What follows belongs to an exercise in optimizing a design on an open flow for a short achievable clock period and few clock cycles; a production flow would make more cautious choices.
At most, simulation tests tie the RTL to the original design; equivalence was not proved.
The flow treats the clock pin as an ideal source. Dropping or thinning the clock tree relies on that and would not hold on a real chip.
Power is estimated from default activity; no workload was simulated.

== yarrow ==
==> flow/design.v (excerpt) <==
module circuit_layout_top (
	input  logic         clk,
	input  logic         rst,
	input  logic         elem_req,
	input  logic [31:0]  elem_rec,
	output logic         elem_ack,
	input  logic         run_req,
	output logic         run_ack,
	output logic         cmd_req,
	output logic [46:0]  cmd,
	input  logic         cmd_ack
);
Size: roughly 4100 cells after synthesis, about 1200 flip-flops, roughly 87 I/O pins, roughly 0.046 mm² of cells after synthesis.
export LEC_CHECK = 0
export ABC_CLOCK_PERIOD_IN_PS = 2000
export CAP_MARGIN = 20
export CORE_MARGIN = 2
export CORE_UTILIZATION = 50
export SETUP_SLACK_MARGIN = 3.0
export SLEW_MARGIN = 20
export TNS_END_PERCENT = 100
create_clock -name core_clock -period 5.0 [get_ports {clk}]
standard.sh (not shown) runs the stock make flow with config.mk's settings and CLKGATE_MAP_FILE= SYNTH_SCRIPT=/design/flow/synth_recipe.tcl, a recipe that flattens the netlist after the stock synthesis.
==> flow/flow/run.sh <==
#!/bin/bash
# ORFS's standard flow with its clock tree step replaced by flow/mytree.tcl.
set -euo pipefail
bash standard.sh PRE_CTS_TCL="$PWD/flow/pre_cts.tcl" finish > standard_flow.log 2>&1
Other scripts of this flow, unchanged in this note and not shown: flow/flow/mytree.tcl, flow/flow/pre_cts.tcl
For quartz, these inputs were changed with respect to yarrow:
--- a/flow/design.v
+++ b/flow/design.v
@@ -26,16 +26,14 @@
 	logic [1:0] in_k;
 	assign in_a = elem_rec[31:27];
 	assign in_b = elem_rec[26:22];
 	assign in_k = elem_rec[21:20];
 	logic [NE-1:0] neth;
 	logic [NN-1:0] th;
 	logic [NN-1:0] th_nx;
-	logic [NN-1:0] th_r;
-	logic [NN-1:0] th_r_nx;
 	logic [NN-1:0] deg1;
 	logic [NN-1:0] deg2;
 	logic [NE-1:0][4:0] tab_a;
 	logic [NE-1:0][4:0] tab_b;
 	logic [NE-1:0][1:0] tab_k;
 	logic [NN-1:0] e0_oa;
 	logic [NN-1:0] e0_ob;
@@ -381,15 +379,14 @@
 	end
 	always_comb begin
 		for (int n = 0; n < NN; n++) begin
 			hit_a[n] = (a_q == 5'(n));
 			hit_b[n] = (b_q == 5'(n));
 		end
 		th_nx = th | tin_q;
-		th_r_nx = (neth[0] ? th_r : '0) | tin_q;
 	end
 	always_ff @(posedge clk) begin
 		if (rst) begin
 			elem_ack <= 1'b0;
 			neth <= '0;
 			th <= '0;
 			deg1 <= '0;
@@ -403,29 +400,24 @@
 			st_q <= store;
 			if (st_q) begin
 				settle <= '0;
 			end else if (!(settle[2] && settle[1])) begin
 				settle <= settle + 3'd1;
 			end
 			if (st_q) begin
-				r0 <= row0_fast({1'b0, th_r_nx});
-				r1 <= row1_fast({1'b0, th_r_nx});
+				r0 <= row0_fast({1'b0, th_nx});
+				r1 <= row1_fast({1'b0, th_nx});
 				neth <= {neth[NE-2:0], 1'b1};
 				th <= th_nx;
 				deg1 <= deg1 | hit_a | hit_b;
 				deg2 <= deg2 | (hit_a & hit_b) | (deg1 & (hit_a | hit_b));
 			end
 		end
 	end
 	always_ff @(posedge clk) begin
-		if (st_q) begin
-			th_r <= th_r_nx;
-		end
-	end
-	always_ff @(posedge clk) begin
 		if (st_q && !neth[0]) begin
 			e0_oa <= hit_a;
 			e0_ob <= hit_b;
 			tab_k[0] <= k_q;
 		end
 		for (int i = 1; i < NE; i++) begin
 			if (st_q && !neth[i] && neth[i - 1]) begin
@@ -570,15 +562,14 @@
 		pn_h <= pn_dab[9] ? pn_dba[8:0] : pn_dab[8:0];
 	end
 	logic phase;               
 	logic [8:0] y;             
 	logic [8:0] y_nx;          
 	logic first;               
 	logic [8:0] rp;            
-	logic [8:0] y_add;         
 	logic [NN-1:0] fs;         
 	logic [NN-1:0] ts;         
 	logic [1:0] sub;           
 	logic [2:0] d_sk;
 	logic [8:0] d_top, d_h, d_da, d_db;
 	logic [9:0] d_sl, d_dl;
 	logic cr;
@@ -677,30 +668,29 @@
 			cmd_hold <= '0;
 		end else if (cmd_ld) begin
 			cmd_hold <= nx;
 		end
 	end
 	always_ff @(posedge clk) begin
 		rp <= row_s[1] - row_s[0];
-		y_add <= y_nx + rp;
 	end
 	always_ff @(posedge clk) begin
 		if (!started) begin
 			phase <= !th[1];
 			y <= r1;
 			first <= 1'b1;
 			fs <= deg2 >> 1;
 			ts <= th >> 2;
 			eoh <= NE'(1);
 			sub <= 2'd0;
 		end else if (step) begin
 			if (!phase) begin
 				first <= 1'b0;
 				y <= first ? row_s[2] : y_nx;
-				y_nx <= first ? row_s[3] : y_add;
+				y_nx <= first ? row_s[3] : y_nx + rp;
 				fs <= fs >> 1;
 				ts <= ts >> 1;
 				if (!ts[0]) begin
 					phase <= 1'b1;
 				end
 			end else if (sub == 2'd2) begin
 				sub <= 2'd0;
Diff yarrow -> quartz: combinational fraction of design power flat, fraction of met1 tracks used by global routing down 2.6 points. Between quartz and yarrow, it is quartz whose total non-filler cell area in the finished layout is lower, by 0.0014 mm². Against yarrow, power of the combinational group in quartz fell by a few percent. yarrow → quartz: count of cell types in the netlist moved down, wire length on met1 moved down, total power moved down, wire length of the first global-routing pass moved down. The smallest hold slack of quartz was superior to that of yarrow.
Testbench counts of quartz, summed over its fixed seeds: cycles 13,860.
For yarrow, only the layout was checked, not whether the RTL still works. No run of this note takes its clock network from TritonCTS; it comes from the design's own scripts or RTL.

========
Another version of the RTL of circuit_layout_top (not shown whole).
Size: about 4300 cells after synthesis, about 0.046 sq mm of cells after synthesis.
==> flow/config.mk <==
export PLATFORM = sky130hd
export DESIGN_NAME = circuit_layout_top
export DESIGN_NICKNAME = circuit_layout_top
export VERILOG_FILES = /design/flow/design.v
export SDC_FILE = /design/flow/constraint.sdc
export NUM_CORES = 4
export LEC_CHECK = 0
export ABC_CLOCK_PERIOD_IN_PS = 2000
export CAP_MARGIN = 20
export CORE_MARGIN = 2
export CORE_UTILIZATION = 50
export SETUP_SLACK_MARGIN = 3.0
export SLEW_MARGIN = 20
export TNS_END_PERCENT = 100
==> flow/constraint.sdc <==
create_clock -name core_clock -period 5.0 [get_ports {clk}]
set_input_delay 1.0000 -clock core_clock [delete_from_list [all_inputs] [get_ports {clk}]]
set_output_delay 1.0000 -clock core_clock [all_outputs]
set_load 0.01 [all_outputs]
Scripts as last shown in full above: flow/flow/run.sh
Other scripts of this flow, unchanged in this note and not shown: flow/flow/mytree.tcl, flow/flow/pre_cts.tcl
Change:
--- a/flow/design.v
+++ b/flow/design.v
@@ -651,34 +651,40 @@
 				started <= 1'b0;
 			end
 			step <= 1'b0;
 			if (!started) begin
 				cmd_valid <= 1'b1;
 			end else if (ld_try) begin
 				cmd_valid <= ld_ok;
 				step <= ld_ok;
 			end
 		end
 	end
 	logic cmd_ld;
-	logic [46:0] cmd_ldm;
+	logic [46:0] cmd_hold;
 	assign cmd_ld = !started || (ld_try && ld_ok);
-	assign cmd_ldm = {47{cmd_ld}};
 	always_ff @(posedge clk) begin
-		cmd <= (cmd_ldm & nx) | (~cmd_ldm & cmd);
+		cmd <= cmd_ld ? nx : cmd_hold;
 		if (cmd_ld) begin
 			cmd_last <= started && phase && (sub == 2'd2) && last_e;
 		end
 	end
 	always_ff @(posedge clk) begin
+		if (rst) begin
+			cmd_hold <= '0;
+		end else if (cmd_ld) begin
+			cmd_hold <= nx;
+		end
+	end
+	always_ff @(posedge clk) begin
 		y_nx <= row_of(lsh, row_s);
 	end
 	always_ff @(posedge clk) begin
 		if (!started) begin
 			phase <= !th[1];
 			y <= r1;
 			lsh <= NN'(4);
 			fs <= deg2 >> 1;
 			ts <= th >> 2;
 			eoh <= NE'(1);
 			sub <= 2'd0;
 		end else if (step) begin
Via count rises by about 2%.
Core utilization went up by 0.68 points.
Worst setup slack improves by 7.1 ps.
Clock power is higher by about 4%.
Cell count came out higher by 5.0%.
Fmax came out higher by 0.34%.
First-iteration DRC count went down by 3.1%.
Final area grows by about 4.6%.
Flip-flop and latch count rose by 49.
Function was not checked in any run of this note: the RTL went through the layout flow alone. No run of this note takes its clock network from TritonCTS; it comes from the design's own scripts or RTL.

[what the ideal ports hide]
In the flow no input, the clock included, has a driving cell. The finished layouts below were timed again as built, in two steps.
Step 1, drivers: a clkbuf_16 drives clk and a buf_2 each remaining input, both assumed.
Step 2 moves the port delays by t, midway between the first and last clock arrival at a register: inputs arrive t later, outputs are due t later. That takes back most of the time a late clock gives input paths.
a / b / c = no drivers / after step 1 / after step 2; a / b = the first two.
| run | t, ns | slack for setup (ns) | worst setup path at the end | worst data-port slew with drivers (ns) |
|---|---|---|---|---|
| yarrow | 0.675 | 2.915 / 2.753 / 2.487 | input to register | 0.15 |
| quartz | 0.677 | 3.002 / 2.849 / 2.516 | input to register | 0.13 |
| the first run of note 2 | 0.653 | 2.901 / 2.738 / 2.548 | input to register | 0.08 |
| the second run of note 2 | 0.675 | 2.908 / 2.850 / 2.518 | input to register | 0.15 |
After both steps every run listed still meets setup and hold. The setup slack of quartz, which loses most, moves by -0.153 ns with the drivers and by -0.486 ns with both steps.
